What follows belongs to an exercise in optimizing a design on an open flow for small area, a short achievable clock period and few clock cycles per item; a production flow would make more cautious choices.
RTL that was checked went through simulation tests only; none was proved equivalent to the original.
Power is estimated from default activity; no workload was simulated.

## snn_ff_core
module snn_ff_core
(
    input  logic       CLK,
    input  logic       rst,
    input  logic [4:0] aer_in_addr,     
    input  logic       aer_in_req,
    output logic       aer_in_ack,
    input  logic       prog_en,
    input  logic [3:0] prog_pre,
    input  logic [2:0] prog_post,
    input  logic [7:0] prog_weight,
    output logic [2:0] aer_out_addr,
    output logic       aer_out_req,
    input  logic       aer_out_ack,
    output logic       sample_done,
    output logic [9:0] goodness
);
    localparam int NPRE  = 16;
    localparam int NPOST = 8;
    localparam int QD    = 2;                
    localparam int QW    = $clog2(QD + 1);
    logic [NPOST*8-1:0] st [NPRE];
    logic [3:0]         ph;
    logic       bv, av;          
    logic [3:0] bj;              
    logic [2:0] aj;              
    logic [2:0] bq, aq;          
    logic [7:0] bw, aw;          
    assign bv = prog_en;
    assign bj = prog_pre + ph + 4'd1;
    assign bq = prog_post;
    assign bw = prog_weight;
    always_ff @(posedge CLK) begin
        ph <= ph + 1'b1;
        aj <= bj[3:1] + 3'd1;
        aq <= bq;
        aw <= bw;
        if (rst) av <= 1'b0;
  ...
Size in the first run: ~3,500 cells after synthesis, ~1,200 flip-flops, ~41 I/O pins, about 41,000 µm² of cells after synthesis.
make LEC_CHECK=0 CAP_MARGIN=20 CORE_MARGIN=2 CORE_UTILIZATION=50 CTS_BUF_LIST=sky130_fd_sc_hd__clkbuf_8 CTS_CLUSTER_DIAMETER=60 CTS_CLUSTER_SIZE=16 SETUP_SLACK_MARGIN=5 SLEW_MARGIN=20 SYNTH_HIERARCHICAL=1 finish   # period 9.0 ns
run.sh (not shown) runs the stock make flow with config.mk's settings and CLKGATE_MAP_FILE= SYNTH_SCRIPT=/design/flow/synth_recipe.tcl, a recipe that flattens the netlist after the stock synthesis.
The first run finished with max-capacitance violations, max-slew violations left.
Testbench counts at the start, summed over its fixed seeds: cycles 31,429, samples 384.
Next try:
Settings changed: CAP_MARGIN 20 to 30, SLEW_MARGIN 20 to 30.
- The changed run passed the timing, design-rule and antenna checks
- power stays flat
- wire length shrinks by 0.34%
- global-route usage is about the same
- worst hold slack gets worse by 0.015 ns
- combinational power is about the same
- worst setup slack improved by 0.092 ns


Setup of try-ember:
Another version of the RTL of snn_ff_core (not shown whole).
Size: ~3200 cells after synthesis, ~1200 flip-flops, roughly 41 I/O pins.
// snn_ff_core
module snn_ff_core
(
    input  logic       CLK,
    input  logic       rst,
    input  logic [4:0] aer_in_addr,     
    input  logic       aer_in_req,
    output logic       aer_in_ack,
    input  logic       prog_en,
    input  logic [3:0] prog_pre,
    input  logic [2:0] prog_post,
    input  logic [7:0] prog_weight,
    output logic [2:0] aer_out_addr,
    output logic       aer_out_req,
    input  logic       aer_out_ack,
    output logic       sample_done,
    output logic [9:0] goodness
);
Settings: LEC_CHECK=0, ABC_CLOCK_PERIOD_IN_PS=4000, CAP_MARGIN=20, CORE_MARGIN=2, CORE_UTILIZATION=40, SETUP_SLACK_MARGIN=5, SLEW_MARGIN=20; clock period 9.0 ns.
For try-tundra, these inputs were changed with respect to try-ember:
--- a/flow/config.mk
+++ b/flow/config.mk
@@ -7,3 +7,2 @@
 export LEC_CHECK = 0
-export ABC_CLOCK_PERIOD_IN_PS = 4000
 export CAP_MARGIN = 20
Findings:
Reported for try-ember and try-tundra, total power consumption of the routed design turned out identical to the last digit.
For cell row count, try-tundra and try-ember come out practically identical.
Net total in the final layout came out exactly the same in try-ember and try-tundra.
From try-ember to try-tundra the numbers moved as follows: global-route wire length before repair essentially unchanged; net load switching power essentially unchanged; die area essentially unchanged; fraction of area in non-clock buffers essentially unchanged.
Between try-tundra and try-ember, the final sequential cell count does not differ in any meaningful way.
Looking at the reports, try-tundra completed the entire flow and the layout it produced met the timing, design-rule and antenna checks.
try-ember: all stages complete, timing, DRC and antenna checks passed
Function was not checked in any run of this note: the RTL went through the layout flow alone.


Setup of main:
snn_ff_core, a different RTL version from the one above (not shown whole).
Size in the first run: ~3,500 cells after synthesis, about 41 I/O pins, roughly 0.041 mm^2 of cells after synthesis.
clock: 9.0 ns
lec_check: 0
cap_margin: 30
core_margin: 2
core_utilization: 48
cts_buf_list: sky130_fd_sc_hd__clkbuf_8
cts_cluster_diameter: 60
cts_cluster_size: 16
setup_slack_margin: 5
slew_margin: 30
synth_hierarchical: 1
Looking at the reports, main completed the entire flow and the layout it produced met the timing, design-rule and antenna checks.
Testbench counts of main, summed over its fixed seeds: cycles 31,437, samples 384.
Input changes introduced in the feature branch (baseline for comparison: main):
Settings: a change of CORE_UTILIZATION from 48 to 50.
--- outcome ---
- From main to the feature branch the numbers moved as follows: share of cell area taken by flip-flops and latches increased by 0.19 points relative to the old numbers, filler-free cell count of the finished design now smaller, clock input transition at the sequential cells of the worst setup and hold paths comparable, post-layout minimum cycle time decreased 6.9 ps.


snn_ff_core, a different RTL version from the one above (not shown whole).
Size in the first run: ~41 I/O pins.
==> flow/config.mk <==
export PLATFORM = sky130hd
export DESIGN_NAME = snn_ff_core
export DESIGN_NICKNAME = snn_ff_core
export VERILOG_FILES = /design/flow/design.v
export SDC_FILE = /design/flow/constraint.sdc
export NUM_CORES = 4
export LEC_CHECK = 0
export CAP_MARGIN = 20
export CORE_MARGIN = 2
export CORE_UTILIZATION = 40
export CTS_BUF_LIST = sky130_fd_sc_hd__clkbuf_4 sky130_fd_sc_hd__clkbuf_8
export CTS_CLUSTER_SIZE = 20
export SETUP_SLACK_MARGIN = 5
export SLEW_MARGIN = 20
==> flow/constraint.sdc <==
create_clock -name core_clock -period 9.0 [get_ports {CLK}]
set_input_delay 1.8000 -clock core_clock [delete_from_list [all_inputs] [get_ports {CLK}]]
set_output_delay 1.8000 -clock core_clock [all_outputs]
set_load 0.01 [all_outputs]
The first run finished clean.
Rerun with:
- CTS_BUF_LIST: sky130_fd_sc_hd__clkbuf_4 sky130_fd_sc_hd__clkbuf_8 -> default
- CTS_CLUSTER_SIZE: 20 -> default
The changed run completed without violations. Final area hardly moves. Synthesized cell count does not change. Combinational power rose slightly.
No run of this note included a check of the RTL's function; only the layout flow was run.

## re-timing with driven ports
No port has a modelled driver above. Below, the same layouts with a new extraction and two added sets of constraints. Step 1 sets driving cells, clkbuf_16 on the clock port and buf_2 on the other inputs (assumed; they add their load-dependent delay and slew). Step 2, shift: input delay + t, output delay - t, t = (earliest + latest rising clock arrival at the registers) / 2. This alone moves slack from input paths to output paths. a / b / c = no drivers / after step 1 / after step 2; a / b = the first two.
run | t (ns) | setup WS [ns] | worst setup path at the end | clock arrival spread, ns | slew at the worst register clock pin (ns)
the first run of note 1 | 0.821 | 4.929 / 4.957 / 4.143 | input to register | 0.086 / 0.086 | 0.11 / 0.11
the second run of note 1 | 0.845 | 5.022 / 4.964 / 4.220 | input to register | 0.076 / 0.077 | 0.11 / 0.11
try-ember | 0.778 | 4.749 / 4.790 / 4.012 | input to register | 0.081 / 0.082 | 0.07 / 0.07
try-tundra | 0.778 | 4.749 / 4.790 / 4.012 | input to register | 0.081 / 0.082 | 0.07 / 0.07
main | 0.803 | 5.015 / 4.983 / 4.466 | input to register | 0.045 / 0.045 | 0.11 / 0.11
the feature branch | 0.813 | 5.022 / 5.002 / 4.425 | input to register | 0.053 / 0.052 | 0.10 / 0.10
the first run of note 4 | 0.947 | 4.886 / 4.846 / 4.363 | input to register | 0.070 / 0.071 | 0.07 / 0.07
the second run of note 4 | 0.774 | 4.871 / 4.831 / 4.431 | input to register | 0.046 / 0.046 | 0.07 / 0.07
The setup slack of the second run of note 1, which loses most, moves by -0.058 ns with the drivers and by -0.802 ns with both steps.
